This design comes from an exercise in tuning for small area, a short achievable clock period and few clock cycles per item on the open sky130 flow, not from production work. At most, simulation tests tie the RTL to the original design; equivalence was not proved. The RTL of runs 4 and 5 was laid out without a check of its function. No activity file was given, so power comes from the tool's default toggle rates.

===== design/flow/config.mk =====
export PLATFORM = sky130hd
export DESIGN_NAME = tone_pattern_sequencer_top
export DESIGN_NICKNAME = tone_pattern_sequencer_top
export VERILOG_FILES = /design/flow/design.v
export SDC_FILE = /design/flow/constraint.sdc
export NUM_CORES = 4
export LEC_CHECK = 0
export CAP_MARGIN = 20
export CORE_MARGIN = 2
export CORE_UTILIZATION = 50
export CTS_BUF_LIST = sky130_fd_sc_hd__clkbuf_8
export SETUP_SLACK_MARGIN = 3.0
export SLEW_MARGIN = 20
export TNS_END_PERCENT = 5

===== design/flow/constraint.sdc =====
create_clock -name core_clock -period 5.5 [get_ports {clk_i}]
set_input_delay 1.1000 -clock core_clock [delete_from_list [all_inputs] [get_ports {clk_i}]]
set_output_delay 1.1000 -clock core_clock [all_outputs]
set_load 0.01 [all_outputs]

===== design/flow/design.v =====
`default_nettype none
package tps_pkg;
  localparam int DUTY_BITS  = 10;
  localparam int TIME_BITS  = 32;
  localparam int FREQ_BITS  = 16;
  localparam int CFG_DUTY_W = 10;
  localparam int CFG_DATA_W = 16;
  localparam int DUTY_MAX   = (1 << DUTY_BITS) - 1;
  typedef logic [TIME_BITS-1:0] time_t;
  typedef logic [DUTY_BITS-1:0] duty_t;
  typedef logic [FREQ_BITS-1:0] freq_t;
  typedef logic [2:0]           pat_t;
  typedef logic [2:0]           pos_t;
  localparam pat_t PAT_NONE    = 3'd0;
  localparam pat_t PAT_WARNING = 3'd6;
  localparam pat_t PAT_ERROR   = 3'd7;
  typedef enum logic [2:0] {
    OP_TICK   = 3'd0,
    OP_START  = 3'd1,
    OP_CUSTOM = 3'd2,
    OP_STOP   = 3'd3,
    OP_ENABLE = 3'd4
  } op_e;
  typedef enum logic [1:0] {
    CFG_NORMAL_DUTY = 2'd0,
    CFG_STRONG_DUTY = 2'd1,
    CFG_WARN_REPEAT = 2'd2,
    CFG_ERR_REPEAT  = 2'd3
  } cfg_idx_e;
  typedef enum logic [1:0] {
    LVL_OFF    = 2'd0,
    LVL_NORMAL = 2'd1,
    LVL_STRONG = 2'd2
  } lvl_e;
  typedef struct packed {
    logic [CFG_DUTY_W-1:0] normal_duty;
    logic [CFG_DUTY_W-1:0] strong_duty;
    logic [15:0]           warning_repeat_ms;
    logic [15:0]           error_repeat_ms;
  } cfg_t;
  typedef struct packed {
    logic [2:0]  operation;
    time_t       now_ms;
    logic [3:0]  pattern_id;
    logic [15:0] custom_freq_hz;
    logic [15:0] custom_duty;
    logic [15:0] custom_length_ms;
    logic        enable_value;
  } in_item_t;
  typedef struct packed {
    logic  tone_on;
    freq_t tone_freq_hz;
    duty_t tone_duty;
    logic  busy;
  } res_t;
  typedef struct packed {
    freq_t      freq;
    logic [7:0] dur;
    lvl_e       level;
  } step_t;
endpackage
`default_nettype wire
`default_nettype none
import tps_pkg::*;
module tps_cfg_regs (
  input  wire logic                  clk_i,
  input  wire logic                  rst_ni,
  input  wire logic                  cfg_valid_i,
  output logic                       cfg_ready_o,
  input  wire logic [1:0]            cfg_index_i,
  input  wire logic [CFG_DATA_W-1:0] cfg_data_i,
  output tps_pkg::cfg_t              cfg_o,
  output logic                       warn_rep_nz_o,
  output logic                       err_rep_nz_o
);
  tps_pkg::cfg_t cfg_q;
  logic          wnz_q, enz_q;
  assign cfg_ready_o = 1'b1;
  always_ff @(posedge clk_i or negedge rst_ni) begin
    if (!rst_ni) begin
      cfg_q.normal_duty       <= CFG_DUTY_W'(512);
      cfg_q.strong_duty       <= CFG_DUTY_W'(1023);
      cfg_q.warning_repeat_ms <= 16'd2000;
      cfg_q.error_repeat_ms   <= 16'd1000;
      wnz_q                   <= 1'b1;
      enz_q                   <= 1'b1;
    end else if (cfg_valid_i) begin
      if (cfg_index_i == CFG_NORMAL_DUTY) cfg_q.normal_duty <= cfg_data_i[CFG_DUTY_W-1:0];
      if (cfg_index_i == CFG_STRONG_DUTY) cfg_q.strong_duty <= cfg_data_i[CFG_DUTY_W-1:0];
      if (cfg_index_i == CFG_WARN_REPEAT) begin
        cfg_q.warning_repeat_ms <= cfg_data_i[15:0];
        wnz_q                   <= (cfg_data_i[15:0] != '0);
      end
      if (cfg_index_i == CFG_ERR_REPEAT) begin
        cfg_q.error_repeat_ms <= cfg_data_i[15:0];
        enz_q                 <= (cfg_data_i[15:0] != '0);
      end
    end
  end
  assign cfg_o         = cfg_q;
  assign warn_rep_nz_o = wnz_q;
  assign err_rep_nz_o  = enz_q;
endmodule
`default_nettype wire
`default_nettype none
import tps_pkg::*;
module tps_core (
  input  wire logic                 clk_i,
  input  wire logic                 rst_ni,
  input  wire logic                 take_i,
  input  wire logic [2:0]           operation_i,
  input  wire logic [TIME_BITS-1:0] now_i,
  input  wire logic [3:0]           pattern_id_i,
  input  wire logic [15:0]          cust_freq_i,
  input  wire logic [15:0]          cust_duty_i,
  input  wire logic [15:0]          cust_len_i,
  input  wire logic                 enable_i,
  input  wire tps_pkg::cfg_t        cfg_i,
  input  wire logic                 wnz_i,
  input  wire logic                 enz_i,
  output logic                      tone_on_o,
  output logic [FREQ_BITS-1:0]      freq_o,
  output logic [DUTY_BITS-1:0]      duty_o,
  output logic                      busy_o
);
  localparam logic [4:0] EV_IDLE = 5'd0;
  localparam logic [4:0] EV_P1_1 = 5'd1;
  localparam logic [4:0] EV_P1_2 = 5'd2;
  localparam logic [4:0] EV_P1_3 = 5'd3;
  localparam logic [4:0] EV_P1_4 = 5'd4;
  localparam logic [4:0] EV_P2_1 = 5'd5;
  localparam logic [4:0] EV_P2_2 = 5'd6;
  localparam logic [4:0] EV_P2_3 = 5'd7;
  localparam logic [4:0] EV_P2_4 = 5'd8;
  localparam logic [4:0] EV_P3_1 = 5'd9;
  localparam logic [4:0] EV_P3_2 = 5'd10;
  localparam logic [4:0] EV_E     = 5'd11;
  localparam logic [4:0] EV_E6    = 5'd12;
  localparam logic [4:0] EV_R6    = 5'd13;
  localparam logic [4:0] EV_P7_1 = 5'd14;
  localparam logic [4:0] EV_P7_2 = 5'd15;
  localparam logic [4:0] EV_E7    = 5'd16;
  localparam logic [4:0] EV_R7    = 5'd17;
  function automatic tps_pkg::step_t ev_step(logic [4:0] ev);
    tps_pkg::step_t t;
    case (ev)
      EV_P1_1: t = {16'd0,    8'd30,  tps_pkg::LVL_OFF};
      EV_P1_2: t = {16'd1175, 8'd90,  tps_pkg::LVL_NORMAL};
      EV_P1_3: t = {16'd0,    8'd30,  tps_pkg::LVL_OFF};
      EV_P1_4: t = {16'd1568, 8'd120, tps_pkg::LVL_NORMAL};
      EV_P2_1: t = {16'd0,    8'd30,  tps_pkg::LVL_OFF};
      EV_P2_2: t = {16'd1175, 8'd90,  tps_pkg::LVL_NORMAL};
      EV_P2_3: t = {16'd0,    8'd30,  tps_pkg::LVL_OFF};
      EV_P2_4: t = {16'd880,  8'd120, tps_pkg::LVL_NORMAL};
      EV_P3_1: t = {16'd0,    8'd40,  tps_pkg::LVL_OFF};
      EV_P3_2: t = {16'd2093, 8'd80,  tps_pkg::LVL_NORMAL};
      EV_R6:   t = {16'd1175, 8'd60,  tps_pkg::LVL_NORMAL};
      EV_P7_1: t = {16'd0,    8'd100, tps_pkg::LVL_OFF};
      EV_P7_2: t = {16'd880,  8'd70,  tps_pkg::LVL_STRONG};
      EV_R7:   t = {16'd880,  8'd70,  tps_pkg::LVL_STRONG};
      default: t = {16'd0,    8'd0,   tps_pkg::LVL_OFF};
    endcase
    ev_step = t;
  endfunction
  function automatic logic [4:0] ev_after(logic [4:0] ev, logic wnz, logic enz);
    logic [4:0] n;
    case (ev)
      EV_P1_1: n = EV_P1_2;
      EV_P1_2: n = EV_P1_3;
      EV_P1_3: n = EV_P1_4;
      EV_P1_4: n = EV_E;
      EV_P2_1: n = EV_P2_2;
      EV_P2_2: n = EV_P2_3;
      EV_P2_3: n = EV_P2_4;
      EV_P2_4: n = EV_E;
      EV_P3_1: n = EV_P3_2;
      EV_P3_2: n = EV_E;
      EV_E6:   n = wnz ? EV_R6 : EV_IDLE;
      EV_R6:   n = wnz ? EV_E6 : EV_IDLE;
      EV_P7_1: n = EV_P7_2;
      EV_P7_2: n = EV_E7;
      EV_E7:   n = enz ? EV_R7 : EV_IDLE;
      EV_R7:   n = enz ? EV_P7_1 : EV_IDLE;
      default: n = EV_IDLE;
    endcase
    ev_after = n;
  endfunction
  function automatic logic [4:0] ev_start(tps_pkg::pat_t pat);
    logic [4:0] n;
    case (pat)
      3'd1:       n = EV_P1_1;
      3'd2:       n = EV_P2_1;
      3'd3:       n = EV_P3_1;
      3'd4, 3'd5: n = EV_E;
      3'd6:       n = EV_E6;
      3'd7:       n = EV_P7_1;
      default:    n = EV_IDLE;
    endcase
    ev_start = n;
  endfunction
  function automatic tps_pkg::step_t first_step(tps_pkg::pat_t pat);
    tps_pkg::step_t t;
    case (pat)
      3'd1:    t = {16'd880,  8'd90, tps_pkg::LVL_NORMAL};
      3'd2:    t = {16'd1568, 8'd90, tps_pkg::LVL_NORMAL};
      3'd3:    t = {16'd1568, 8'd60, tps_pkg::LVL_NORMAL};
      3'd4:    t = {16'd1175, 8'd60, tps_pkg::LVL_NORMAL};
      3'd5:    t = {16'd3000, 8'd25, tps_pkg::LVL_STRONG};
      3'd6:    t = {16'd1175, 8'd60, tps_pkg::LVL_NORMAL};
      3'd7:    t = {16'd880,  8'd70, tps_pkg::LVL_STRONG};
      default: t = {16'd0,    8'd0,  tps_pkg::LVL_OFF};
    endcase
    first_step = t;
  endfunction
  function automatic tps_pkg::time_t add_16(tps_pkg::time_t a, logic [15:0] b);
    logic [15:0] g, p, gg, pp, ng, np, c;
    logic [15:0] hp;
    int          lvl, i, k;
    g  = a[15:0] & b;
    p  = a[15:0] ^ b;
    gg = g;
    pp = p;
    for (lvl = 0; lvl < 4; lvl = lvl + 1) begin
      ng = gg;
      np = pp;
      for (i = 0; i < 16; i = i + 1) begin
        if (((i >> lvl) & 1) == 1) begin
          k = ((i >> lvl) << lvl) - 1;
          ng[i] = gg[i] | (pp[i] & gg[k]);
          np[i] = pp[i] & pp[k];
        end
      end
      gg = ng;
      pp = np;
    end
    c = {gg[14:0], 1'b0};
    hp[0] = 1'b1;
    for (i = 1; i < 16; i = i + 1) hp[i] = hp[i-1] & a[16+i-1];
    add_16 = {a[31:16] ^ (hp & {16{gg[15]}}), p ^ c};
  endfunction
  function automatic logic ge_32(tps_pkg::time_t a, tps_pkg::time_t b);
    logic [31:0] g, e;
    int          w, i;
    g = a & ~b;
    e = ~(a ^ b);
    for (w = 32; w > 1; w = w / 2) begin
      for (i = 0; i < w / 2; i = i + 1) begin
        g[i] = g[2*i+1] | (e[2*i+1] & g[2*i]);
        e[i] = e[2*i+1] & e[2*i];
      end
    end
    ge_32 = g[0] | e[0];
  endfunction
  logic           en_q, en_d;
  logic           cust_q, cust_d;
  logic           on_q, on_d;
  logic [4:0]     ev_q, ev_d;
  logic [6:0]     nd_q, nd_d;
  tps_pkg::time_t due_q, due_d;
  tps_pkg::time_t start_q, start_d;
  tps_pkg::freq_t freq_q, freq_d;
  tps_pkg::duty_t duty_q, duty_d;
  logic           is_wait, ends;
  logic [15:0]    rep;
  logic           ge;
  tps_pkg::time_t now_plus, next_rep;
  logic           cust_zero;
  tps_pkg::pat_t  new_pat;
  logic           op_tick, op_start, op_cust, op_stop, op_en;
  logic           t_begin;
  tps_pkg::step_t tstp, sstp;
  tps_pkg::freq_t tfreq, sfreq;
  tps_pkg::duty_t tduty, sduty, cduty;
  logic           ton, son;
  logic [7:0]     sdur;
  tps_pkg::step_t astp, bstp;
  tps_pkg::step_t dstp;
  assign op_tick  = (operation_i == OP_TICK);
  assign op_start = (operation_i == OP_START);
  assign op_cust  = (operation_i == OP_CUSTOM);
  assign op_stop  = (operation_i == OP_STOP);
  assign op_en    = (operation_i == OP_ENABLE);
  assign is_wait  = (ev_q == EV_R6) || (ev_q == EV_R7);
  assign ends     = ((ev_q == EV_R6) && !wnz_i) || ((ev_q == EV_R7) && !enz_i);
  assign rep      = ev_q[2] ? cfg_i.warning_repeat_ms : cfg_i.error_repeat_ms;
  assign next_rep = add_16(start_q, rep);
  assign cust_zero = (cust_freq_i == '0) || (cust_duty_i == '0) || (cust_len_i == '0);
  assign new_pat   = pattern_id_i[3] ? PAT_NONE : pattern_id_i[2:0];
  assign ge = ge_32(now_i, due_q);
  assign tstp    = ev_step(ev_q);
  assign astp    = ev_step(ev_after(ev_q, 1'b1, 1'b1));
  assign bstp    = ev_step(ev_start(pattern_id_i[2:0]));
  assign t_begin = (tstp.dur != '0) && !ends;
  assign tduty   = (tstp.level == tps_pkg::LVL_NORMAL) ? cfg_i.normal_duty :
                   (tstp.level == tps_pkg::LVL_STRONG) ? cfg_i.strong_duty : '0;
  assign ton     = (tstp.freq != '0) && (tduty != '0) && !ends;
  assign tfreq   = ton ? tstp.freq : '0;
  assign sstp  = first_step(new_pat);
  assign sduty = (sstp.level == tps_pkg::LVL_NORMAL) ? cfg_i.normal_duty :
                 (sstp.level == tps_pkg::LVL_STRONG) ? cfg_i.strong_duty : '0;
  assign son   = (sstp.freq != '0) && (sduty != '0);
  assign sfreq = son ? sstp.freq : '0;
  assign cduty = (|cust_duty_i[15:10]) ? 10'h3FF : cust_duty_i[9:0];
  assign dstp     = first_step(pattern_id_i[2:0]);
  assign sdur     = dstp.dur;
  assign now_plus = add_16(now_i, operation_i[1] ? cust_len_i :
                                  operation_i[0] ? 16'(sdur) : 16'(nd_q));
  always_comb begin
    en_d    = en_q;
    cust_d  = cust_q;
    on_d    = on_q;
    ev_d    = ev_q;
    nd_d    = nd_q;
    due_d   = due_q;
    start_d = start_q;
    freq_d  = freq_q;
    duty_d  = duty_q;
    if (take_i) begin
      if (op_tick) begin
        if (ends) ev_d = EV_IDLE;
        if (ge) begin
          cust_d = 1'b0;
          ev_d   = ev_after(ev_q, wnz_i, enz_i);
          nd_d   = astp.dur[6:0];
          on_d   = ton;
          freq_d = tfreq;
          duty_d = ton ? tduty : '0;
          due_d  = t_begin ? now_plus : next_rep;
        end
        if (is_wait) start_d = now_i;
      end
      if (op_start) begin
        due_d   = now_plus;
        start_d = now_i;
        if (en_q) begin
          cust_d = 1'b0;
          ev_d   = ev_start(new_pat);
          nd_d   = bstp.dur[6:0];
          on_d   = son;
          freq_d = sfreq;
          duty_d = son ? sduty : '0;
        end
      end
      if (op_cust) begin
        due_d = now_plus;
        if (en_q) begin
          ev_d   = EV_IDLE;
          cust_d = !cust_zero;
          on_d   = !cust_zero;
          freq_d = cust_zero ? '0 : cust_freq_i;
          duty_d = cust_zero ? '0 : cduty;
        end
      end
      if (op_stop || (op_en && !enable_i)) begin
        ev_d   = EV_IDLE;
        cust_d = 1'b0;
        on_d   = 1'b0;
        freq_d = '0;
        duty_d = '0;
      end
      if (op_en) en_d = enable_i;
    end
  end
  always_ff @(posedge clk_i or negedge rst_ni) begin
    if (!rst_ni) begin
      en_q   <= 1'b1;
      cust_q <= 1'b0;
      on_q   <= 1'b0;
      ev_q   <= EV_IDLE;
      freq_q <= '0;
      duty_q <= '0;
    end else begin
      en_q   <= en_d;
      cust_q <= cust_d;
      on_q   <= on_d;
      ev_q   <= ev_d;
      freq_q <= freq_d;
      duty_q <= duty_d;
    end
  end
  always_ff @(posedge clk_i) begin
    nd_q    <= nd_d;
    due_q   <= due_d;
    start_q <= start_d;
  end
  assign tone_on_o = on_q;
  assign freq_o    = freq_q;
  assign duty_o    = duty_q;
  assign busy_o    = cust_q || (ev_q != EV_IDLE && !ends);
endmodule
`default_nettype wire
`default_nettype none
import tps_pkg::*;
module tone_pattern_sequencer_top (
  input  wire logic                  clk_i,
  input  wire logic                  rst_ni,
  input  wire logic                  in_valid_i,
  output logic                       in_stall_o,
  input  wire logic [2:0]            operation_i,
  input  wire logic [TIME_BITS-1:0]  now_ms_i,
  input  wire logic [3:0]            pattern_id_i,
  input  wire logic [15:0]           custom_freq_hz_i,
  input  wire logic [15:0]           custom_duty_i,
  input  wire logic [15:0]           custom_length_ms_i,
  input  wire logic                  enable_value_i,
  output logic                       out_valid_o,
  input  wire logic                  out_stall_i,
  output logic                       tone_on_o,
  output logic [FREQ_BITS-1:0]       tone_freq_hz_o,
  output logic [DUTY_BITS-1:0]       tone_duty_o,
  output logic                       busy_res_o,
  input  wire logic                  cfg_valid_i,
  output logic                       cfg_ready_o,
  input  wire logic [1:0]            cfg_index_i,
  input  wire logic [CFG_DATA_W-1:0] cfg_data_i
);
  logic          out_vld_q;
  logic          take;
  tps_pkg::cfg_t cfg;
  logic          wnz, enz;
  assign in_stall_o = out_vld_q && out_stall_i;
  assign take       = in_valid_i && !in_stall_o;
  tps_cfg_regs u_cfg (
    .clk_i       (clk_i),
    .rst_ni      (rst_ni),
    .cfg_valid_i (cfg_valid_i),
    .cfg_ready_o (cfg_ready_o),
    .cfg_index_i (cfg_index_i),
    .cfg_data_i  (cfg_data_i),
    .cfg_o       (cfg),
    .warn_rep_nz_o (wnz),
    .err_rep_nz_o  (enz)
  );
  tps_core u_core (
    .clk_i        (clk_i),
    .rst_ni       (rst_ni),
    .take_i       (take),
    .operation_i  (operation_i),
    .now_i        (now_ms_i),
    .pattern_id_i (pattern_id_i),
    .cust_freq_i  (custom_freq_hz_i),
    .cust_duty_i  (custom_duty_i),
    .cust_len_i   (custom_length_ms_i),
    .enable_i     (enable_value_i),
    .cfg_i        (cfg),
    .wnz_i        (wnz),
    .enz_i        (enz),
    .tone_on_o    (tone_on_o),
    .freq_o       (tone_freq_hz_o),
    .duty_o       (tone_duty_o),
    .busy_o       (busy_res_o)
  );
  always_ff @(posedge clk_i or negedge rst_ni) begin
    if (!rst_ni) begin
      out_vld_q <= 1'b0;
    end else begin
      out_vld_q <= take || in_stall_o;
    end
  end
  assign out_valid_o = out_vld_q;
endmodule
`default_nettype wire

===== design/flow/flow/run.sh =====
#!/bin/bash
# The standard layout (the standard.sh, unchanged synthesis and steps),
# with the port buffers made from the smallest plain buffer cell.
export BUFFER_PORTS_ARGS="-buffer_cell sky130_fd_sc_hd__buf_1"
bash standard.sh > standard.log 2>&1

===== design/flow/standard.sh =====
#!/bin/bash
# synth_recipe.tcl (not shown) runs the flow's synth.tcl, then flattens the netlist and writes it again
# the make line also repeats each setting of config.mk as NAME=value (left out here)
make -C /OpenROAD-flow-scripts/flow DESIGN_CONFIG=/design/flow/config.mk WORK_HOME=/design/flow/orfs CLKGATE_MAP_FILE= SYNTH_SCRIPT=/design/flow/synth_recipe.tcl "${@:-finish}"

==> qor.csv, run 1 <==
stage,metric,value,unit
worst_hold_path,hold_path.class,flip-flop to flip-flop,
setup_path,crit_top_cell,ha_1,
global_routing,grt_pass1_wl,48600,um
setup_path,cp-end-kind,flip-flop,
sta,finalSetupViolations,0,
setup_path,worst-path-stages,14,
clocking,clock_latency,0.48,ns
drt,wl,30600,um
global_routing,use_met1,36.9,%
layout,fin_nets,1465,
global_routing,antenna_found_initial,3,
setup_path,crit_type,input port to flip-flop,
sta,final_hold_viol_count,0,
yosys,yosysUniqueCellTypes,79,
drt,drtPass1Iterations,5,
floorplanning,ioPinCount,142,
global_routing,grt_util_met2,41.9,%
yosys,yosysSeqAreaShare,39.5,%
drt,avgViaCountPerCell,5.97,
clocking,cts_max_level,4,
setup_path,crit_chain,buf_12 -> buf_4 -> nor3_4 -> o21ai_1 -> o311a_1 -> ha_1 -> o21a_1 -> o31a_1 -> o21ai_2 -> a31oi_4 -> a31o_4 -> a21o_1 -> ha_1 -> mux2_2,
placed_design,place_area,0.0120,sq mm
sta,fmax,279,MHz
yosys,synth-main-ff-cell,edfxtp_1,
yosys,synth_mux_area_share,9.64,%
yosys,synthesis.area,0.0111,sq mm
yosys,synth_top_area_share,19.2,%
drt,drtIter0Drc,672,
global_routing,grt_pass1_vias,8922,
setup_path,critPathLaunchType,input port,
power,powerDensity,271,mW/mm^2
floorplanning,core_area,0.0218,sq mm
placed_design,portBuffers,140,
clocking,root_buffer,clkbuf_8,
sta,min_period,3.58,ns
yosys,syn_area_per_cell,9.89,sq um
floorplanning,die_y,153,um
yosys,synth_commonest_cells,"a21oi_1, ha_1, mux2_2, o21ai_0, edfxtp_1",
global_routing,grt_most_used_layer,met2,
power,p_sw,1.23,mW
sta,drv_slew,0,
layout,syn2layout_area_growth,15.2,%
sta,tns,0,ns
power,sw_frac_of_total,35.4,%
clocking,clk_path_buf_depth,2,
setup_path,critPathRequiredTime,5.73,ns
clocking,clk_pin_slew,0.10,ns
setup_path,reg2reg_to,u_core.due_q[16],
setup_path,path_delay_family,compound AO/OA/AOI/OAI gates,
setup_path,path_max_fanout,8,
power,comb_power_share,29.7,%
clocking,clock-sinks,160,
power,internal_power,2.25,mW
setup_path,crit_start,pattern_id_i[2],
power,peakVddDrop,153,uV
placed_design,routabilityCongestion,0.912,
drt,wl_per_cell,19.6,um
drt,ant_nets,0,
yosys,synth_xor_area_share,3.94,%
layout,fin_area,0.0128,sq mm
floorplanning,rows,54,
sta,clock_skew,0.0184,ns
setup_path,reg2reg_from,u_core.ev_q[2],
power,power_frac_clock,25.7,%
yosys,yosys.area_share.simple,16.4,%
yosys,synth_cells,1125,
power,leakagePower,5.11,nW
yosys,ys_ff_latch,160,
global_routing,grt_start_max_net_pins,55,
setup_path,critPathBufInv,2,
setup_path,max_stage_delay,0.32,ns
floorplanning,start_util,51.0,%
yosys,synth_edf_count,71,
drt,post-route-drc-count,0,
drt,dr_total_vias,9349,
clocking,cts_made_buffers,17,
global_routing,gr-total-overflow,0,
floorplanning,die_area,0.0235,sq mm
power,pwr-share-seq,44.6,%
clocking,cts_tree,built,
global_routing,track_usage,26.1,%
yosys,synth_compound_area_share,16.5,%
yosys,synth_area_leaders,"edfxtp_1, dfrtp_1, ha_1",
global_routing,use_met3,4.88,%
yosys,yosys.area_share.adder,9.87,%
setup_path,reg2reg_slack,2.08,ns
sta,rsz0062_at_grt,true,
setup_path,crit_arrival,3.81,ns
yosys,synth_top_family_by_area,compound AO/OA/AOI/OAI gates,
run_status,outcome,timing/DRC/antenna clean,
sta,fin_crit_sh,65.2,%
sta,worst_pin_slew,0.952,ns
yosys,yosys_warnings,3,
flow_run,maxCapViolCount,0,
sta,slew_headroom,36.3,%
setup_path,crit_end,u_core.due_q[16],
yosys,synth_nets,1319,
yosys,synth.most_common_cell,a21oi_1,
setup_path,reg2reg_depth,11,
floorplanning,fp.dieW,153,um
yosys,async_reset_ff_share,55.6,%
yosys,yosysTopAreaCell,edfxtp_1,
placed_design,dp_hpwl,22900,um
setup_path,cpMaxStageDelayCell,ha_1,
layout,drive_above_1_share,18.2,%
## per-stage QoR
step | power (mW) | util [%] | std cells | setup WS (ns) | hold slack [ns]
floorplan | 2.25 | - | 1125 | 1.57 | 0.444
global placement | 2.55 | 55.1 | 1508 | 0.771 | 0.452
detailed placement | 2.57 | 55.1 | 1508 | 0.713 | 0.454
CTS | 3.48 | 58.0 | 1551 | 1.96 | 0.477
global route | 3.68 | 58.7 | 1564 | 1.79 | 0.493
finish | 3.48 | 58.7 | 1565 | 1.92 | 0.471
## state kept, by name, indices dropped and copies added, names as in the netlist
register        count
u_core.start_q     32
u_core.due_q       32
u_core.on_q         1
u_core.freq_q      16
u_core.nd_q         7
u_core.ev_q         5
u_cfg.wnz_q         1
out_vld_q           1
u_cfg.cfg_q        52
u_core.en_q         1
u_core.cust_q       1
u_cfg.enz_q         1
u_core.duty_q      10
## final cells by class
cell class	count	area, sq um
antenna	1	2.50
clock buffer	17	234
clock inverter	15	175
fill	1923	9000
inverter	54	203
multi-input combinational	855	6540
sequential	160	4400
tap	280	350
timing repair buffer	183	915
## routing by layer
metal	vias up	wire length, um
li1	4484	-
met1	4540	13900
met2	288	14400
met3	33	1860
met4	4	428
met5	-	26
## how the worst min path moves through the flow
stage	from	endpoint	slack (ns)	cells past startpoint
final	u_core.duty_q[0]	u_core.duty_q[0]	0.47	2
after global routing	u_core.duty_q[0]	u_core.duty_q[0]	0.49	2
after global placement	u_core.duty_q[0]	u_core.duty_q[0]	0.45	2
after CTS	u_core.duty_q[0]	u_core.duty_q[0]	0.48	2
after floorplan	u_core.cust_q	u_core.cust_q	0.44	1
after detailed placement	u_core.duty_q[0]	u_core.duty_q[0]	0.45	2
## power groups by stage
stage / sequential, mW / clock (mW) / combinational, mW
after floorplan: 1.55 / 0 / 0.692
after global placement: 1.57 / 0 / 0.983
after detailed placement: 1.57 / 0 / 0.995
after CTS: 1.55 / 0.912 / 1.02
after global routing: 1.57 / 0.956 / 1.16
final: 1.55 / 0.893 / 1.03
## cell usage in the layout (no fill, tap or decap), drive strengths merged, types with 26 or more instances in the layout
| master | count |
|---|---|
| nor4 | 30 |
| xnor2 | 40 |
| edfxtp | 71 |
| nor2 | 64 |
| nand2 | 72 |
| o21ai | 79 |
| buf | 182 |
| inv | 60 |
| ha | 75 |
| a21oi | 77 |
| nor3 | 40 |
| nand3 | 30 |
| dfstp | 26 |
| mux2 | 73 |
| dfrtp | 63 |
## worst min-delay path: stages, from the launching register on
cell,delay (ns)
dfrtp_1,0.35
nand2_1,0.05
nand2_1,0.04
## cells by family (layout without fill, tap and decap cells)
kind of cell / count (synthesis) / in the layout
AO/OA/AOI/OAI: 282 / 283
XOR/XNOR: 50 / 50
adder cells (fa/ha/maj): 83 / 83
buffers and inverters: 111 / 269
flip-flops: 160 / 160
multiplexers: 98 / 98
other: 1 / 2
AND/OR/NAND/NOR: 340 / 340
## what timing repair did
| item | in CTS | in global routing |
|---|---|---|
| buffers inserted | 11 | 12 |
| hold buffers | 0 | 0 |
| setup endpoints to repair | 138 | 106 |
| gates resized for setup | 40 | 10 |
| pin swaps | 10 | 16 |
| hold endpoints to repair | 0 | 0 |
| gates cloned | 0 | 1 |
Testbench counts, summed over its fixed seeds: cycles 8,008, items 8,000.
==> run 2: changes to the inputs <==
--- a/design/flow/config.mk
+++ b/design/flow/config.mk
@@ -12,3 +12,3 @@
 export SETUP_SLACK_MARGIN = 3.0
 export SLEW_MARGIN = 20
-export TNS_END_PERCENT = 5
+export TNS_END_PERCENT = 2
==> qor.csv, run 2 <==
stage,metric,value,unit,change
floorplanning,die_area,0.0235,sq mm,unchanged
setup_path,max_stage_delay,0.32,ns,about the same
yosys,synth_top_area_share,19.2,%,unchanged
setup_path,critPathRequiredTime,5.73,ns,about the same
yosys,synth_nets,1319,,unchanged
power,peakVddDrop,153,uV,about the same
yosys,yosysTopAreaCell,edfxtp_1,,
drt,drtPass1Iterations,5,,unchanged
worst_hold_path,hold_path.class,flip-flop to flip-flop,,
global_routing,gr-total-overflow,0,,unchanged
layout,largest_reg_flops,52,,unchanged
yosys,synth-main-ff-cell,edfxtp_1,,
drt,wl_per_cell,19.5,um,-0.25%
yosys,synth_edf_count,71,,unchanged
sta,fin_crit_sh,64.9,%,-0.27 points
yosys,async_reset_ff_share,55.6,%,unchanged
clocking,root_buffer,clkbuf_8,,
setup_path,crit_chain,buf_12 -> buf_4 -> nor3_4 -> o21ai_1 -> o311a_1 -> ha_1 -> o21a_1 -> o31a_1 -> o21ai_2 -> a31oi_4 -> a31o_4 -> a21o_1 -> ha_1 -> mux2_2,,
drt,wl,30400,um,-0.69%
yosys,yosysSeqAreaShare,39.5,%,unchanged
global_routing,track_usage,26.1,%,unchanged
layout,final_core_util,58.3,%,-0.40 points
flow_run,maxCapViolCount,0,,unchanged
yosys,synth_cells,1125,,unchanged
worst_hold_path,whs_endpoint,u_core.duty_q[0],,
floorplanning,die_y,153,um,unchanged
floorplanning,core_area,0.0218,sq mm,unchanged
sta,worst_pin_slew,0.960,ns,+0.00799 ns
yosys,synth_mux_area_share,9.64,%,unchanged
drt,ant_nets,0,,unchanged
sta,finalSetupViolations,0,,unchanged
placed_design,dp_hpwl,22900,um,unchanged
power,leakagePower,5.06,nW,-1.0%
global_routing,grt_most_used_layer,met2,,
drt,drtIter0Drc,680,,+1.2%
placed_design,routabilityCongestion,0.912,,unchanged
setup_path,cp-end-kind,flip-flop,,
yosys,syn_area_per_cell,9.89,sq um,unchanged
layout,final_common_cell,buf_1,,
clocking,cts_max_level,4,,unchanged
yosys,ys_ff_latch,160,,unchanged
global_routing,use_met1,37.0,%,+0.055 points
global_routing,grt_util_met2,41.8,%,-0.064 points
layout,largest-register,u_cfg.cfg_q,,
clocking,clock-sinks,160,,unchanged
sta,drv_slew,0,,unchanged
setup_path,critPathLaunchType,input port,,
sta,min_period,3.57,ns,-0.0146 ns
run_status,outcome,timing/DRC/antenna clean,,
setup_path,cpMaxStageDelayCell,ha_1,,
placed_design,portBuffers,140,,unchanged
floorplanning,start_util,51.0,%,unchanged
sta,slew_headroom,35.8,%,-0.53 points
power,powerDensity,273,mW/mm^2,+0.52%
global_routing,grt_start_max_net_pins,55,,unchanged
setup_path,reg2reg_slack,2.09,ns,about the same
yosys,synth.most_common_cell,a21oi_1,,
setup_path,reg2reg_to,u_core.due_q[30],,
clocking,clk_pin_slew,0.10,ns,about the same
clocking,cts_made_buffers,17,,unchanged
layout,nFillCells,1930,,+0.36%
sta,fmax,280,MHz,+0.41%
setup_path,reg2reg_from,u_core.ev_q[2],,
drt,dr_total_vias,9313,,-0.39%
sta,tns,0,ns,unchanged
yosys,synth_top_family_by_area,compound AO/OA/AOI/OAI gates,,
global_routing,grt_pass1_vias,8894,,-0.31%
yosys,synth_area_leaders,"edfxtp_1, dfrtp_1, ha_1",,
yosys,yosys.area_share.adder,9.87,%,unchanged
setup_path,crit_arrival,3.80,ns,about the same
yosys,yosys_warnings,3,,unchanged
yosys,synth_compound_area_share,16.5,%,unchanged
floorplanning,fp.dieW,153,um,unchanged
worst_hold_path,hp-start,u_core.duty_q[0],,
sta,rsz0062_at_grt,true,,
drt,avgViaCountPerCell,5.98,,about the same
setup_path,worst-path-stages,14,,unchanged
global_routing,antenna_found_initial,3,,unchanged
sta,final_hold_viol_count,0,,unchanged
drt,post-route-drc-count,0,,unchanged
floorplanning,rows,54,,unchanged
layout,fin_nets,1458,,-0.48%
layout,drive_above_1_share,17.7,%,-0.53 points
clocking,clock_latency,0.48,ns,about the same
setup_path,reg2reg_depth,13,,+2
setup_path,crit_type,input port to flip-flop,,
clocking,cts_tree,built,,
yosys,yosysUniqueCellTypes,79,,unchanged
global_routing,use_met3,4.88,%,unchanged
clocking,clk_path_buf_depth,2,,unchanged
global_routing,grt_pass1_wl,48600,um,about the same
yosys,synth_commonest_cells,"a21oi_1, ha_1, mux2_2, o21ai_0, edfxtp_1",,
yosys,yosys.area_share.simple,16.4,%,unchanged
setup_path,critPathBufInv,2,,unchanged
sta,clock_skew,0.0179,ns,-0.000547 ns
setup_path,path_max_fanout,8,,unchanged
setup_path,crit_top_cell,ha_1,,
layout,reg_top3,"u_cfg.cfg_q: 52 flops, u_core.due_q: 32 flops, u_core.start_q: 32 flops",,
floorplanning,ioPinCount,142,,unchanged
layout,syn2layout_area_growth,14.4,%,
layout,layout_common_cells,"buf_1, ha_1, mux2_2",,
setup_path,path_delay_family,compound AO/OA/AOI/OAI gates,,
yosys,synthesis.area,0.0111,sq mm,unchanged
yosys,synth_xor_area_share,3.94,%,unchanged
worst_hold_path,hold_depth,2,,unchanged
[run 2: metal layers]
metal  part of all wire (%)  wire length, um
met2                     47            14200
met3                    5.9             1790
met1                     46            14000
met5                  0.085               26
met4                    1.5              453
[run 2: stage by stage]
stage / cells / worst slack (ns) / power, mW / hold slack [ns] / cell area [sq um]
floorplan: 1125 / 1.57 / 2.25 / 0.444 / 11300
global placement: 1508 / 0.771 / 2.55 / 0.452 / 12000
detailed placement: 1508 / 0.713 / 2.57 / 0.454 / 12000
CTS: 1551 / 1.96 / 3.48 / 0.477 / 12700
global route: 1557 / 1.76 / 3.67 / 0.493 / 12700
finish: 1558 / 1.93 / 3.47 / 0.471 / 12700
[run 2: cells by family (layout without fill, tap and decap cells)]
group | after synthesis | after routing
buf+inv | 111 | 263
other cells | 1 | 2
simple gates | 340 | 340
flops | 160 | 160
fa+ha+maj | 83 | 83
mux | 98 | 98
xor+xnor | 50 | 50
compound gates | 282 | 282
[run 2: report_power, final]
group / internal (mW) / leakage (nW) / total, mW / switching (mW)
registers: 1.44 / 1.72 / 1.55 / 0.106
clock network: 0.344 / 0.202 / 0.894 / 0.550
logic: 0.456 / 3.14 / 1.03 / 0.571
[run 2: timing repair]
item / 4_1_cts / 5_1_grt
hold buffers: 0 / 0
cloned: 0 / 0
resized for setup: 38 / 7
buffers inserted: 11 / 6
setup endpoints to repair: 138 / 106
pin swaps: 10 / 8
[run 2: how the worst max path moves through the flow]
stage / startpoint / end / slack (ns)
floorplan: pattern_id_i[0] / u_core.due_q[16] / 1.57
finish: pattern_id_i[2] / u_core.due_q[16] / 1.93
global placement: pattern_id_i[1] / u_core.due_q[29] / 0.77
detailed placement: pattern_id_i[1] / u_core.due_q[30] / 0.71
CTS: pattern_id_i[1] / u_core.due_q[16] / 1.96
global route: pattern_id_i[1] / u_core.due_q[27] / 1.76
[run 2: tightest hold or removal path, cell delays in order (launching register included)]
cell	delay (ns)
dfrtp_1	0.35
nand2_1	0.05
nand2_1	0.04
[run 2: final cells by class]
class                      instances  area, sq um  area share, %
inverter                          54          203           1.59
timing repair buffer             177          866           6.80
sequential                       160         4400           34.5
clock inverter                    15          175           1.38
clock buffer                      17          234           1.84
tap                              280          350           2.75
multi-input combinational        854         6500           51.1
antenna                            1         2.50         0.0197
==> run 3: changes to the inputs <==
--- a/design/flow/config.mk
+++ b/design/flow/config.mk
@@ -12,3 +12,3 @@
 export SETUP_SLACK_MARGIN = 3.0
 export SLEW_MARGIN = 20
-export TNS_END_PERCENT = 2
+export TNS_END_PERCENT = 0
==> qor.csv, run 3 <==
stage,metric,value,unit,change
clocking,clock_latency,0.49,ns,about the same
sta,slew_headroom,34.7,%,-1.1 points
floorplanning,start_util,51.0,%,unchanged
layout,nFillCells,1995,,+3.4%
power,peakVddDrop,152,uV,-0.75%
clocking,root_buffer,clkbuf_8,,
global_routing,gr-total-overflow,0,,unchanged
layout,final_common_cell,buf_1,,
floorplanning,ioPinCount,142,,unchanged
layout,largest_reg_flops,52,,unchanged
drt,dr_total_vias,9250,,-0.68%
clocking,clk_path_buf_depth,2,,unchanged
layout,seq_area,0.00440,sq mm,unchanged
layout,multi_input_area,0.00648,sq mm,-0.40%
sta,clock_skew,0.0198,ns,+0.00195 ns
drt,drtPass1Iterations,5,,unchanged
power,leakagePower,4.99,nW,-1.3%
sta,fmax,279,MHz,-0.47%
drt,avgViaCountPerCell,5.99,,+0.16%
layout,syn2layout_area_growth,13.4,%,
global_routing,grt_pass1_wl,48100,um,-1.1%
run_status,outcome,timing/DRC/antenna clean,,
worst_hold_path,hold_path.class,flip-flop to flip-flop,,
drt,wl,30000,um,-1.3%
yosys,synth_area_leaders,"edfxtp_1, dfrtp_1, ha_1",,
setup_path,critPathLaunchType,input port,,
clocking,cts_max_level,4,,unchanged
yosys,async_reset_ff_share,55.6,%,unchanged
sta,rsz0062_at_grt,true,,
clocking,hold_buffers,0,,unchanged
sta,holdWs,0.476,ns,+0.00480 ns
layout,drive_above_1_share,16.7,%,-1.0 points
clocking,clock-sinks,160,,unchanged
yosys,synth-main-ff-cell,edfxtp_1,,
floorplanning,fp.dieW,153,um,unchanged
drt,post-route-drc-count,0,,unchanged
placed_design,routabilityCongestion,0.899,,-1.5%
yosys,syn_area_per_cell,9.89,sq um,unchanged
sta,worst_pin_slew,0.976,ns,+0.0163 ns
setup_path,critPathRequiredTime,5.74,ns,about the same
flow_run,maxCapViolCount,0,,unchanged
sta,min_period,3.59,ns,+0.0170 ns
yosys,synth_commonest_cells,"a21oi_1, ha_1, mux2_2, o21ai_0, edfxtp_1",,
yosys,synth.most_common_cell,a21oi_1,,
setup_path,path_max_fanout,8,,unchanged
global_routing,grt_pass1_vias,8919,,+0.28%
floorplanning,die_area,0.0235,sq mm,unchanged
yosys,synth_cells,1125,,unchanged
yosys,ys_ff_latch,160,,unchanged
drt,drtIter0Drc,693,,+1.9%
clocking,cts_made_buffers,17,,unchanged
yosys,yosys_warnings,3,,unchanged
layout,layout_common_cells,"buf_1, ha_1, mux2_2",,
yosys,yosysSeqAreaShare,39.5,%,unchanged
floorplanning,rows,54,,unchanged
setup_path,crit_arrival,3.83,ns,+0.03 ns
sta,drv_slew,0,,unchanged
clocking,cts_tree,built,,
sta,finalSetupViolations,0,,unchanged
yosys,yosysUniqueCellTypes,79,,unchanged
yosys,synth_nets,1319,,unchanged
global_routing,grt_start_max_net_pins,57,,+3.6%
layout,fin_nets,1445,,-0.89%
setup_path,cp-end-kind,flip-flop,,
layout,largest-register,u_cfg.cfg_q,,
sta,tns,0,ns,unchanged
sta,fin_crit_sh,65.2,%,+0.31 points
global_routing,antenna_found_initial,2,,-1
floorplanning,die_y,153,um,unchanged
yosys,yosysTopAreaCell,edfxtp_1,,
power,powerDensity,277,mW/mm^2,+1.6%
yosys,synthesis.area,0.0111,sq mm,unchanged
clocking,clk_pin_slew,0.10,ns,about the same
placed_design,dp_hpwl,22400,um,-2.2%
yosys,synth_top_area_share,19.2,%,unchanged
yosys,synth_edf_count,71,,unchanged
sta,final_hold_viol_count,0,,unchanged
drt,wl_per_cell,19.4,um,-0.48%
floorplanning,core_area,0.0218,sq mm,unchanged
placed_design,place_area,0.0120,sq mm,-0.30%
placed_design,portBuffers,140,,unchanged
global_routing,track_usage,25.8,%,-0.29 points
layout,fin_area,0.0126,sq mm,-0.91%
setup_path,crit_type,input port to flip-flop,,
drt,ant_nets,0,,unchanged
layout,reg_top3,"u_cfg.cfg_q: 52 flops, u_core.due_q: 32 flops, u_core.start_q: 32 flops",,
-- run 3: cell counts after synthesis --
Identical to the previous run, type by type.
-- run 3: through the flow --
step	util [%]	std cells	setup WS, ns	power [mW]
2_1_floorplan	-	1125	1.57	2.24
3_3_place_gp	55.0	1504	0.835	2.55
3_5_place_dp	55.0	1504	0.733	2.56
4_1_cts	57.7	1543	1.93	3.51
5_1_grt	57.8	1544	1.76	3.69
6_report	57.8	1545	1.91	3.49
-- run 3: what timing repair did --
action | 4_1_cts | 5_1_grt
buffers inserted | 7 | 1
setup endpoints to repair | 138 | 138
pin swaps | 9 | 2
gates resized for setup | 33 | 7
-- run 3: final cells by class --
cell class / count / share of cell area, %
Multi-Input combinational cell: 854 / 51.3
Sequential cell: 160 / 34.9
Timing Repair Buffer: 164 / 6.05
Tap cell: 280 / 2.78
Clock buffer: 17 / 1.85
Inverter: 54 / 1.61
Clock inverter: 15 / 1.49
Antenna cell: 1 / 0.0198
-- run 3: critical path: stages --
cell      delay [ns]
buf_6           0.12
buf_8           0.13
nand2b_4        0.06
nor2_1          0.04
a21oi_2         0.13
nand2_1         0.10
o21ai_1         0.10
nor2_1          0.06
a21oi_2         0.13
fa_2            0.21
nor2b_1         0.05
o31a_1          0.27
o21ai_2         0.21
a31oi_4         0.15
a31o_4          0.27
a21o_1          0.16
ha_1            0.27
mux2_2          0.25
-- run 3: worst paths after layout --
kind | from | to | slack, ns | depth (start not counted)
min reg2reg | u_core.duty_q[0] | u_core.duty_q[0] | 0.48 | 2
max reg2reg | u_core.ev_q[2] | u_core.due_q[16] | 1.98 | 13
max in group asynchronous | rst_ni | u_core.en_q | 3.81 | 2
min | u_core.duty_q[0] | u_core.duty_q[0] | 0.48 | 2
min in group asynchronous | rst_ni | u_cfg.cfg_q[21] | 0.69 | 1
max | pattern_id_i[1] | u_core.due_q[16] | 1.91 | 18
-- run 3: kinds of logic (layout without fill, tap and decap cells) --
family                     count (synthesis)  in the layout  share of synthesized area [%]
buffers and inverters                    111            250                           4.16
other                                      1              2                         0.0337
adders and majority gates                 83             83                           9.87
xor gates and xnor gates                  50             50                           3.94
DFF                                      160            160                           39.5
and+or+nand+nor                          340            340                           16.4
muxes                                     98             98                           9.64
AOI/OAI and AO/OA                        282            282                           16.5
-- run 3: power by group --
part / internal, mW / switching [mW] / total, mW
clock network: 0.354 / 0.582 / 0.935
logic: 0.444 / 0.564 / 1.01
registers: 1.44 / 0.108 / 1.55
-- run 3: layer usage --
layer,GRT usage [%],part of all wire [%]
met2,40.7,45
met1,35.7,46
met5,0,0.033
met4,8.29,2.5
met3,5.36,5.8
==> run 4: changes to the inputs <==
--- a/design/flow/design.v
+++ b/design/flow/design.v
@@ -254,5 +254,4 @@
   logic           en_q, en_d;
   logic           cust_q, cust_d;
-  logic           on_q, on_d;
   logic [4:0]     ev_q, ev_d;
   logic [6:0]     nd_q, nd_d;
@@ -304,10 +303,9 @@
   assign dstp     = first_step(pattern_id_i[2:0]);
   assign sdur     = dstp.dur;
-  assign now_plus = add_16(now_i, operation_i[1] ? cust_len_i :
-                                  operation_i[0] ? 16'(sdur) : 16'(nd_q));
+  assign now_plus = add_16(now_i, operation_i[0] ? 16'(sdur) :
+                                  operation_i[1] ? cust_len_i : 16'(nd_q));
   always_comb begin
     en_d    = en_q;
     cust_d  = cust_q;
-    on_d    = on_q;
     ev_d    = ev_q;
     nd_d    = nd_q;
@@ -323,5 +321,4 @@
           ev_d   = ev_after(ev_q, wnz_i, enz_i);
           nd_d   = astp.dur[6:0];
-          on_d   = ton;
           freq_d = tfreq;
           duty_d = ton ? tduty : '0;
@@ -337,5 +334,4 @@
           ev_d   = ev_start(new_pat);
           nd_d   = bstp.dur[6:0];
-          on_d   = son;
           freq_d = sfreq;
           duty_d = son ? sduty : '0;
@@ -347,5 +343,4 @@
           ev_d   = EV_IDLE;
           cust_d = !cust_zero;
-          on_d   = !cust_zero;
           freq_d = cust_zero ? '0 : cust_freq_i;
           duty_d = cust_zero ? '0 : cduty;
@@ -355,5 +350,4 @@
         ev_d   = EV_IDLE;
         cust_d = 1'b0;
-        on_d   = 1'b0;
         freq_d = '0;
         duty_d = '0;
@@ -366,5 +360,4 @@
       en_q   <= 1'b1;
       cust_q <= 1'b0;
-      on_q   <= 1'b0;
       ev_q   <= EV_IDLE;
       freq_q <= '0;
@@ -373,5 +366,4 @@
       en_q   <= en_d;
       cust_q <= cust_d;
-      on_q   <= on_d;
       ev_q   <= ev_d;
       freq_q <= freq_d;
@@ -384,5 +376,5 @@
     start_q <= start_d;
   end
-  assign tone_on_o = on_q;
+  assign tone_on_o = (duty_q != '0);
   assign freq_o    = freq_q;
   assign duty_o    = duty_q;
--- a/design/flow/config.mk
+++ b/design/flow/config.mk
@@ -12,3 +12,3 @@
 export SETUP_SLACK_MARGIN = 3.0
 export SLEW_MARGIN = 20
-export TNS_END_PERCENT = 0
+export TNS_END_PERCENT = 5
==> qor.csv, run 4 <==
stage,metric,value,unit,change
run_status,outcome,timing/DRC/antenna clean,,
layout,final_core_util,62.6,%,+4.8 points
clocking,cts_max_level,4,,unchanged
floorplanning,fp.dieW,156,um,+2.0%
clocking,clock-sinks,159,,-0.63%
sta,finalSetupViolations,0,,unchanged
yosys,synth_area_leaders,"edfxtp_1, dfrtp_1, ha_1",,
setup_path,cpMaxStageDelayCell,fa_1,,
setup_path,crit_arrival,3.58,ns,-0.25 ns
clocking,clk_path_buf_depth,2,,unchanged
clocking,hold_buffers,0,,unchanged
sta,min_period,3.39,ns,-0.198 ns
floorplanning,die_y,156,um,+2.0%
drt,drtPass1Iterations,5,,unchanged
worst_hold_path,hp-start,u_core.cust_q,,
sta,fmax,295,MHz,+5.8%
setup_path,crit_start,operation_i[0],,
clocking,clock_latency,0.48,ns,about the same
yosys,yosys_warnings,3,,unchanged
layout,largest-register,u_cfg.cfg_q,,
sta,fin_ws,2.11,ns,+0.198 ns
yosys,synth-main-ff-cell,edfxtp_1,,
sta,holdWs,0.476,ns,-0.0000520 ns
sta,clock_skew,0.0227,ns,+0.00287 ns
yosys,synth_cells,1181,,+5.0%
floorplanning,rows,55,,+1.9%
layout,fin_nets,1547,,+7.1%
global_routing,antenna_found_initial,0,,-2
drt,dr_total_vias,10200,,+11%
drt,wl,34500,um,+15%
global_routing,track_usage,27.9,%,+2.1 points
setup_path,critPathRequiredTime,5.69,ns,-0.05 ns
sta,rsz0062_at_grt,true,,
sta,final_hold_viol_count,0,,unchanged
yosys,async_reset_ff_share,55.3,%,-0.28 points
global_routing,gr-total-overflow,0,,unchanged
yosys,synth_commonest_cells,"ha_1, mux2_2, nor2_1, edfxtp_1, inv_1",,
floorplanning,core_area,0.0227,sq mm,+4.1%
yosys,syn_area_per_cell,9.82,sq um,-0.72%
drt,wl_per_cell,20.9,um,+7.5%
drt,drtIter0Drc,769,,+11%
setup_path,max_stage_delay,0.37,ns,+0.10 ns
sta,worst_pin_slew,0.958,ns,-0.0185 ns
sta,tns,0,ns,unchanged
placed_design,dp_hpwl,24400,um,+9.1%
worst_hold_path,hold_path.class,flip-flop to flip-flop,,
setup_path,path_max_fanout,16,,+8
power,peakVddDrop,177,uV,+17%
global_routing,grt_pass1_wl,53100,um,+10%
clocking,clk_pin_slew,0.09,ns,about the same
floorplanning,start_util,51.1,%,+0.077 points
setup_path,cp-end-kind,flip-flop,,
yosys,synth_nets,1375,,+4.2%
global_routing,grt_start_max_net_pins,55,,-3.5%
yosys,yosysSeqAreaShare,37.7,%,-1.8 points
layout,multi_input_area,0.00747,sq mm,+15%
yosys,ys_ff_latch,159,,-0.63%
placed_design,place_ws,0.898,ns,+0.165 ns
clocking,cts_tree,built,,
yosys,yosysTopAreaCell,edfxtp_1,,
floorplanning,die_area,0.0244,sq mm,+4.1%
sta,drv_slew,0,,unchanged
layout,nFillCells,1909,,-4.3%
drt,avgViaCountPerCell,6.20,,+3.5%
setup_path,reg2reg_from,u_core.ev_q[2],,
setup_path,crit_chain,buf_2 -> buf_6 -> a211oi_2 -> a31o_4 -> inv_2 -> ha_1 -> nor2b_4 -> o31ai_4 -> a221o_1 -> nand2b_1 -> fa_1 -> xor2_1 -> nand2_1 -> o21ai_0,,
yosys,yosysUniqueCellTypes,81,,+2.5%
clocking,cts_made_buffers,17,,unchanged
sta,slew_headroom,36.0,%,+1.2 points
layout,syn2layout_area_growth,22.7,%,
yosys,synthesis.area,0.0116,sq mm,+4.2%
power,powerDensity,259,mW/mm^2,-6.5%
global_routing,grt_pass1_vias,9900,,+11%
floorplanning,ioPinCount,142,,unchanged
flow_run,maxCapViolCount,0,,unchanged
drt,post-route-drc-count,0,,unchanged
setup_path,critPathLaunchType,input port,,
layout,seq_area,0.00438,sq mm,-0.48%
power,leakagePower,5.42,nW,+8.4%
yosys,synth_top_area_share,18.4,%,-0.78 points
layout,final_common_cell,buf_1,,
yosys,synth_edf_count,71,,unchanged
sta,fin_crit_sh,61.6,%,-3.6 points
layout,largest_reg_flops,52,,unchanged
drt,ant_nets,0,,unchanged
setup_path,crit_type,input port to flip-flop,,
layout,diodes,0,,-1
placed_design,portBuffers,140,,unchanged
layout,layout_common_cells,"buf_1, mux2_2, nor2_1, edfxtp_1, inv_1",,
layout,reg_top3,"u_cfg.cfg_q: 52 flops, u_core.due_q: 32 flops, u_core.start_q: 32 flops",,
layout,drive_above_1_share,24.9,%,+8.2 points
placed_design,routabilityCongestion,0.890,,-1.0%
clocking,root_buffer,clkbuf_8,,
-- run 4: area by class of cell --
cell class | count | area share (%)
Clock buffer | 17 | 1.64
Clock inverter | 15 | 1.54
Inverter | 72 | 1.90
Multi-Input combinational cell | 891 | 52.5
Sequential cell | 159 | 30.8
Tap cell | 285 | 2.51
Timing Repair Buffer | 212 | 9.17
-- run 4: report_power, final --
part           switching, mW  internal, mW  leakage (nW)
Sequential             0.112          1.42          1.70
Clock                  0.524         0.514         0.235
Combinational          0.610         0.501          3.48
-- run 4: kinds of logic after synthesis --
family	Yosys count	synth area share, %
adder cells (fa/ha/maj)	83	9.47
XOR/XNOR	47	3.55
buffers and inverters	132	4.81
AO/OA/AOI/OAI	320	19.6
multiplexers	100	9.44
AND/OR/NAND/NOR	339	15.5
other	1	0.0323
flip-flops	159	37.7
-- run 4: path summary, 6_finish.rpt --
| check | endpoint | cells after the start | slack (ns) |
|---|---|---|---|
| max | u_core.due_q[9] | 14 | 2.11 |
| min | u_core.cust_q | 1 | 0.48 |
| max reg2reg | u_core.due_q[16] | 11 | 2.15 |
| min reg2reg | u_core.cust_q | 1 | 0.48 |
| max in group asynchronous | u_cfg.cfg_q[48] | 2 | 3.80 |
| min in group asynchronous | u_core.duty_q[2] | 1 | 0.62 |
-- run 4: repair_timing --
| item | in CTS | in global routing |
|---|---|---|
| resized for setup | 62 | 99 |
| pin swaps | 12 | 25 |
| gates cloned | 1 | 4 |
| buffers inserted | 22 | 23 |
| endpoints found under the hold margin | 0 | 0 |
| setup endpoints to repair | 138 | 139 |
-- run 4: through the flow --
| step | instances | power (mW) | cell area [sq um] |
|---|---|---|---|
| final | 1651 | 3.68 | 14200 |
| after global placement | 1569 | 2.53 | 12600 |
| after detailed placement | 1569 | 2.55 | 12600 |
| after global routing | 1651 | 3.87 | 14200 |
| after floorplan | 1181 | 2.23 | 11900 |
| after CTS | 1624 | 3.62 | 13500 |
-- run 4: critical path, delay by kind of cell --
family	cells	cell delay [ns]
AOI/OAI and AO/OA	5	0.99
xor gates and xnor gates	1	0.17
adders and majority gates	2	0.63
buffers and inverters	3	0.38
and+or+nand+nor	3	0.29
-- run 4: layer usage --
| layer | wire length (um) | global-route usage [%] |
|---|---|---|
| met1 | 15200 | 37.3 |
| met2 | 16300 | 46.5 |
| met3 | 1830 | 3.60 |
| met4 | 1160 | 10.5 |
| met5 | 0 | 0 |
==> run 5: changes to the inputs <==
--- a/design/flow/design.v
+++ b/design/flow/design.v
@@ -135,11 +135,11 @@
   localparam logic [4:0] EV_P3_1 = 5'd9;
   localparam logic [4:0] EV_P3_2 = 5'd10;
-  localparam logic [4:0] EV_E     = 5'd11;
-  localparam logic [4:0] EV_E6    = 5'd12;
-  localparam logic [4:0] EV_R6    = 5'd13;
+  localparam logic [4:0] EV_E    = 5'd11;
+  localparam logic [4:0] EV_E6   = 5'd12;
+  localparam logic [4:0] EV_E7   = 5'd13;
   localparam logic [4:0] EV_P7_1 = 5'd14;
   localparam logic [4:0] EV_P7_2 = 5'd15;
-  localparam logic [4:0] EV_E7    = 5'd16;
-  localparam logic [4:0] EV_R7    = 5'd17;
+  localparam logic [4:0] EV_R6   = 5'd16;
+  localparam logic [4:0] EV_R7   = 5'd17;
   function automatic tps_pkg::step_t ev_step(logic [4:0] ev);
     tps_pkg::step_t t;
@@ -254,4 +254,5 @@
   logic           en_q, en_d;
   logic           cust_q, cust_d;
+  logic           on_q, on_d;
   logic [4:0]     ev_q, ev_d;
   logic [6:0]     nd_q, nd_d;
@@ -280,7 +281,7 @@
   assign op_stop  = (operation_i == OP_STOP);
   assign op_en    = (operation_i == OP_ENABLE);
-  assign is_wait  = (ev_q == EV_R6) || (ev_q == EV_R7);
-  assign ends     = ((ev_q == EV_R6) && !wnz_i) || ((ev_q == EV_R7) && !enz_i);
-  assign rep      = ev_q[2] ? cfg_i.warning_repeat_ms : cfg_i.error_repeat_ms;
+  assign is_wait  = ev_q[4];
+  assign ends     = ev_q[4] && (ev_q[0] ? !enz_i : !wnz_i);
+  assign rep      = ev_q[0] ? cfg_i.error_repeat_ms : cfg_i.warning_repeat_ms;
   assign next_rep = add_16(start_q, rep);
   assign cust_zero = (cust_freq_i == '0) || (cust_duty_i == '0) || (cust_len_i == '0);
@@ -303,9 +304,10 @@
   assign dstp     = first_step(pattern_id_i[2:0]);
   assign sdur     = dstp.dur;
-  assign now_plus = add_16(now_i, operation_i[0] ? 16'(sdur) :
-                                  operation_i[1] ? cust_len_i : 16'(nd_q));
+  assign now_plus = add_16(now_i, operation_i[1] ? cust_len_i :
+                                  operation_i[0] ? 16'(sdur) : 16'(nd_q));
   always_comb begin
     en_d    = en_q;
     cust_d  = cust_q;
+    on_d    = on_q;
     ev_d    = ev_q;
     nd_d    = nd_q;
@@ -321,4 +323,5 @@
           ev_d   = ev_after(ev_q, wnz_i, enz_i);
           nd_d   = astp.dur[6:0];
+          on_d   = ton;
           freq_d = tfreq;
           duty_d = ton ? tduty : '0;
@@ -334,4 +337,5 @@
           ev_d   = ev_start(new_pat);
           nd_d   = bstp.dur[6:0];
+          on_d   = son;
           freq_d = sfreq;
           duty_d = son ? sduty : '0;
@@ -343,4 +347,5 @@
           ev_d   = EV_IDLE;
           cust_d = !cust_zero;
+          on_d   = !cust_zero;
           freq_d = cust_zero ? '0 : cust_freq_i;
           duty_d = cust_zero ? '0 : cduty;
@@ -350,4 +355,5 @@
         ev_d   = EV_IDLE;
         cust_d = 1'b0;
+        on_d   = 1'b0;
         freq_d = '0;
         duty_d = '0;
@@ -360,4 +366,5 @@
       en_q   <= 1'b1;
       cust_q <= 1'b0;
+      on_q   <= 1'b0;
       ev_q   <= EV_IDLE;
       freq_q <= '0;
@@ -366,4 +373,5 @@
       en_q   <= en_d;
       cust_q <= cust_d;
+      on_q   <= on_d;
       ev_q   <= ev_d;
       freq_q <= freq_d;
@@ -376,5 +384,5 @@
     start_q <= start_d;
   end
-  assign tone_on_o = (duty_q != '0);
+  assign tone_on_o = on_q;
   assign freq_o    = freq_q;
   assign duty_o    = duty_q;
--- a/design/flow/config.mk
+++ b/design/flow/config.mk
@@ -8,6 +8,5 @@
 export CAP_MARGIN = 20
 export CORE_MARGIN = 2
-export CORE_UTILIZATION = 50
-export CTS_BUF_LIST = sky130_fd_sc_hd__clkbuf_8
+export CORE_UTILIZATION = 40
 export SETUP_SLACK_MARGIN = 3.0
 export SLEW_MARGIN = 20
==> qor.csv, run 5 <==
stage,metric,value,unit,change
placed_design,place_inst,1657,,+5.6%
power,peakVddDrop,226,uV,+27%
floorplanning,die_area,0.0300,sq mm,+23%
setup_path,reg2reg_from,u_core.ev_q[0],,
setup_path,cp-end-kind,flip-flop,,
global_routing,antenna_found_initial,2,,+2
run_status,outcome,timing/DRC/antenna clean,,
yosys,synthesis.area,0.0114,sq mm,-1.3%
yosys,yosysSeqAreaShare,38.4,%,+0.73 points
global_routing,grt_start_max_net_pins,57,,+3.6%
placed_design,routabilityCongestion,0.933,,+4.9%
layout,drive_above_1_share,21.2,%,-3.7 points
layout,fin_cells,1729,,+4.7%
power,powerDensity,293,mW/mm^2,+13%
floorplanning,ioPinCount,142,,unchanged
sta,drv_slew,0,,unchanged
setup_path,reg2reg_to,u_core.due_q[31],,
sta,fin_crit_sh,67.2,%,+5.6 points
floorplanning,start_util,41.0,%,-10 points
drt,dr_total_vias,10000,,-1.8%
layout,reg_top3,"u_cfg.cfg_q: 52 flops, u_core.due_q: 32 flops, u_core.start_q: 32 flops",,
worst_hold_path,hold_path.class,flip-flop to flip-flop,,
clocking,cts_tree,built,,
layout,nFillCells,2639,,+38%
power,leakagePower,5.45,nW,+0.65%
global_routing,gr-total-overflow,0,,unchanged
layout,largest-register,u_cfg.cfg_q,,
clocking,root_buffer,clkbuf_16,,
flow_run,maxCapViolCount,0,,unchanged
layout,fin_nets,1527,,-1.3%
layout,layout_common_cells,"buf_1, nand2_1, edfxtp_1",,
drt,drtIter0Drc,711,,-7.5%
drt,wl_per_cell,19.3,um,-7.7%
sta,worst_pin_slew,1.16,ns,+0.202 ns
sta,fmax,271,MHz,-8.3%
sta,min_period,3.70,ns,+0.307 ns
yosys,synth-main-ff-cell,edfxtp_1,,
sta,tns,0,ns,unchanged
floorplanning,fp.dieW,173,um,+11%
yosys,async_reset_ff_share,55.6,%,+0.28 points
yosys,yosys_warnings,3,,unchanged
sta,finalSetupViolations,0,,unchanged
setup_path,crit_type,input port to flip-flop,,
sta,clock_skew,0.0116,ns,-0.0111 ns
global_routing,track_usage,21.9,%,-6.0 points
drt,avgViaCountPerCell,5.81,,-6.3%
sta,holdWs,0.496,ns,+0.0209 ns
setup_path,reg2reg_slack,1.93,ns,-0.22 ns
drt,post-route-drc-count,0,,unchanged
layout,syn2layout_area_growth,20.8,%,
global_routing,grt_pass1_vias,9559,,-3.4%
yosys,synth_cells,1183,,+0.17%
setup_path,crit_arrival,3.87,ns,+0.29 ns
drt,drtPass1Iterations,7,,+2
setup_path,path_max_fanout,10,,-6
placed_design,dp_hpwl,24600,um,+0.69%
drt,wl,33300,um,-3.4%
yosys,synth_commonest_cells,"nand2_1, a21oi_1, nor2_1, edfxtp_1, ha_1",,
clocking,clock_latency,0.44,ns,-0.04 ns
layout,largest_reg_flops,52,,unchanged
setup_path,critPathLaunchType,input port,,
sta,rsz0062_at_grt,true,,
worst_hold_path,whs_endpoint,u_core.cust_q,,
worst_hold_path,hold_depth,1,,unchanged
global_routing,grt_pass1_wl,52700,um,-0.66%
clocking,clock-sinks,160,,+0.63%
yosys,synth_area_leaders,"edfxtp_1, dfrtp_1, ha_1",,
floorplanning,core_area,0.0279,sq mm,+23%
drt,ant_nets,0,,unchanged
sta,slew_headroom,22.7,%,-13 points
yosys,synth.most_common_cell,nand2_1,,
layout,diodes,0,,unchanged
yosys,synth_nets,1372,,-0.22%
yosys,yosysTopAreaCell,edfxtp_1,,
clocking,cts_max_level,4,,unchanged
sta,final_hold_viol_count,0,,unchanged
clocking,clk_pin_slew,0.08,ns,about the same
yosys,ys_ff_latch,160,,+0.63%
worst_hold_path,hp-start,u_core.cust_q,,
setup_path,critPathRequiredTime,5.68,ns,about the same
yosys,synth_top_area_share,18.6,%,+0.25 points
yosys,syn_area_per_cell,9.67,sq um,-1.5%
setup_path,reg2reg_depth,10,,-1
placed_design,portBuffers,140,,unchanged
floorplanning,rows,61,,+11%
clocking,cts_made_buffers,17,,unchanged
clocking,clk_path_buf_depth,2,,unchanged
layout,final_common_cell,buf_1,,
floorplanning,die_y,173,um,+11%
yosys,synth_edf_count,71,,unchanged
clocking,hold_buffers,0,,unchanged
yosys,yosysUniqueCellTypes,86,,+6.2%
layout,final_core_util,49.5,%,-13 points
-- run 5: changes by cell type after synthesis, moves of 15 or more --
cell and change:
xnor2_1 -20, nand2_1 +27, a211oi_1 -16, a2111oi_0 -20, xor2_1 +15
-- run 5: power by group --
part	leakage [nW]	internal, mW	switching, mW
Clock	0.294	0.622	0.622
Sequential	1.71	1.47	0.127
Combinational	3.45	0.523	0.687
-- run 5: worst max path at each step --
stage | start | to | slack (ns) | cells past startpoint
2_1_floorplan | pattern_id_i[1] | u_core.due_q[27] | 1.51 | 16
3_3_place_gp | pattern_id_i[0] | u_core.due_q[27] | 0.77 | 16
3_5_place_dp | pattern_id_i[0] | u_core.due_q[26] | 0.64 | 16
4_1_cts | pattern_id_i[2] | u_core.due_q[26] | 1.87 | 17
5_1_grt | pattern_id_i[1] | u_core.due_q[17] | 1.70 | 18
6_report | pattern_id_i[0] | u_core.due_q[17] | 1.80 | 16
-- run 5: cell type report --
| cell class | count | area (sq um) | share of cell area [%] |
|---|---|---|---|
| repair buffers | 198 | 1140 | 8.23 |
| multi-input cells | 901 | 6970 | 50.4 |
| well taps | 378 | 473 | 3.42 |
| clock inverters | 15 | 190 | 1.38 |
| clock buffers | 17 | 425 | 3.08 |
| flip-flops and latches | 160 | 4400 | 31.8 |
| inverters | 60 | 228 | 1.65 |
-- run 5: cell families (layout without fill, tap and decap cells) --
logic type / after synthesis / in the layout / share of synthesized area [%]
AOI/OAI and AO/OA: 320 / 321 / 19.1
xor gates and xnor gates: 42 / 42 / 3.22
adders and majority gates: 78 / 78 / 9.06
buffers and inverters: 123 / 290 / 4.67
DFF: 160 / 160 / 38.4
muxes: 94 / 94 / 8.98
other: 1 / 1 / 0.0328
and+or+nand+nor: 365 / 365 / 16.6
-- run 5: worst max-delay path, stage by stage --
cell and delay [ns]:
buf_8 0.13, nor3_2 0.30, a21oi_1 0.08, nor3b_1 0.33, a211oi_1 0.12, ha_1 0.33, a21o_1 0.18, a21oi_2 0.23
a31o_4 0.22, a21o_1 0.14, nand2_1 0.10, a21oi_2 0.17, inv_1 0.05, ha_1 0.18, xnor2_1 0.13, o21ai_0 0.08
-- run 5: repair_timing --
item | CTS | global route
resized for setup | 37 | 95
gates cloned | 0 | 1
pin swaps | 16 | 23
setup buffers | 16 | 23
setup endpoints to repair | 107 | 107
-- run 5: metrics by stage --
step	setup slack [ns]	area, sq um	total power, mW
2_1_floorplan	1.51	11600	2.39
3_3_place_gp	0.766	12400	2.73
3_5_place_dp	0.641	12400	2.75
4_1_cts	1.87	13200	4.02
5_1_grt	1.70	13800	4.29
6_report	1.80	13800	4.05
-- run 5: per-layer routing --
metal	wire, um	share of wire, %	GRT usage [%]
met1	15300	46	30.4
met2	15600	47	35.9
met4	458	1.4	4.34
met3	1890	5.7	3.85
met5	30	0.090	0

-- separate check: timing with driven ports --
How much do the figures lean on ideal ports? The routed layouts below were timed once more, with nothing changed but the port constraints. Step 1 (the two cells are an assumption about what drives the block):
set clk [get_ports {clk_i}]
set_driving_cell -lib_cell sky130_fd_sc_hd__clkbuf_16 $clk
set_driving_cell -lib_cell sky130_fd_sc_hd__buf_2 [delete_from_list [all_inputs] $clk]
Step 2 times the ports against the registers' clock, not the clock port: input delays grow and output delays shrink by t, the midpoint of the rising clock arrivals with the driver on. a / b / c = ideal ports / drivers / drivers and shift; a / b = the first two.
run	t, ns	setup slack, ns	worst setup path at the end	clock arrival spread, ns	pins driven straight from the clock port
run 1	0.517	1.916 / 1.866 / 1.349	input to register	0.020 / 0.020	1
run 2	0.516	1.930 / 1.878 / 1.362	input to register	0.020 / 0.020	1
run 3	0.524	1.913 / 1.894 / 1.375	input to register	0.021 / 0.021	1
run 4	0.512	2.112 / 2.100 / 1.588	input to register	0.023 / 0.024	1
run 5	0.486	1.805 / 1.798 / 1.312	input to register	0.012 / 0.012	1
After both steps every run listed still meets setup and hold. The setup slack of run 2, which loses most, moves by -0.052 ns with the drivers and by -0.568 ns with both steps.
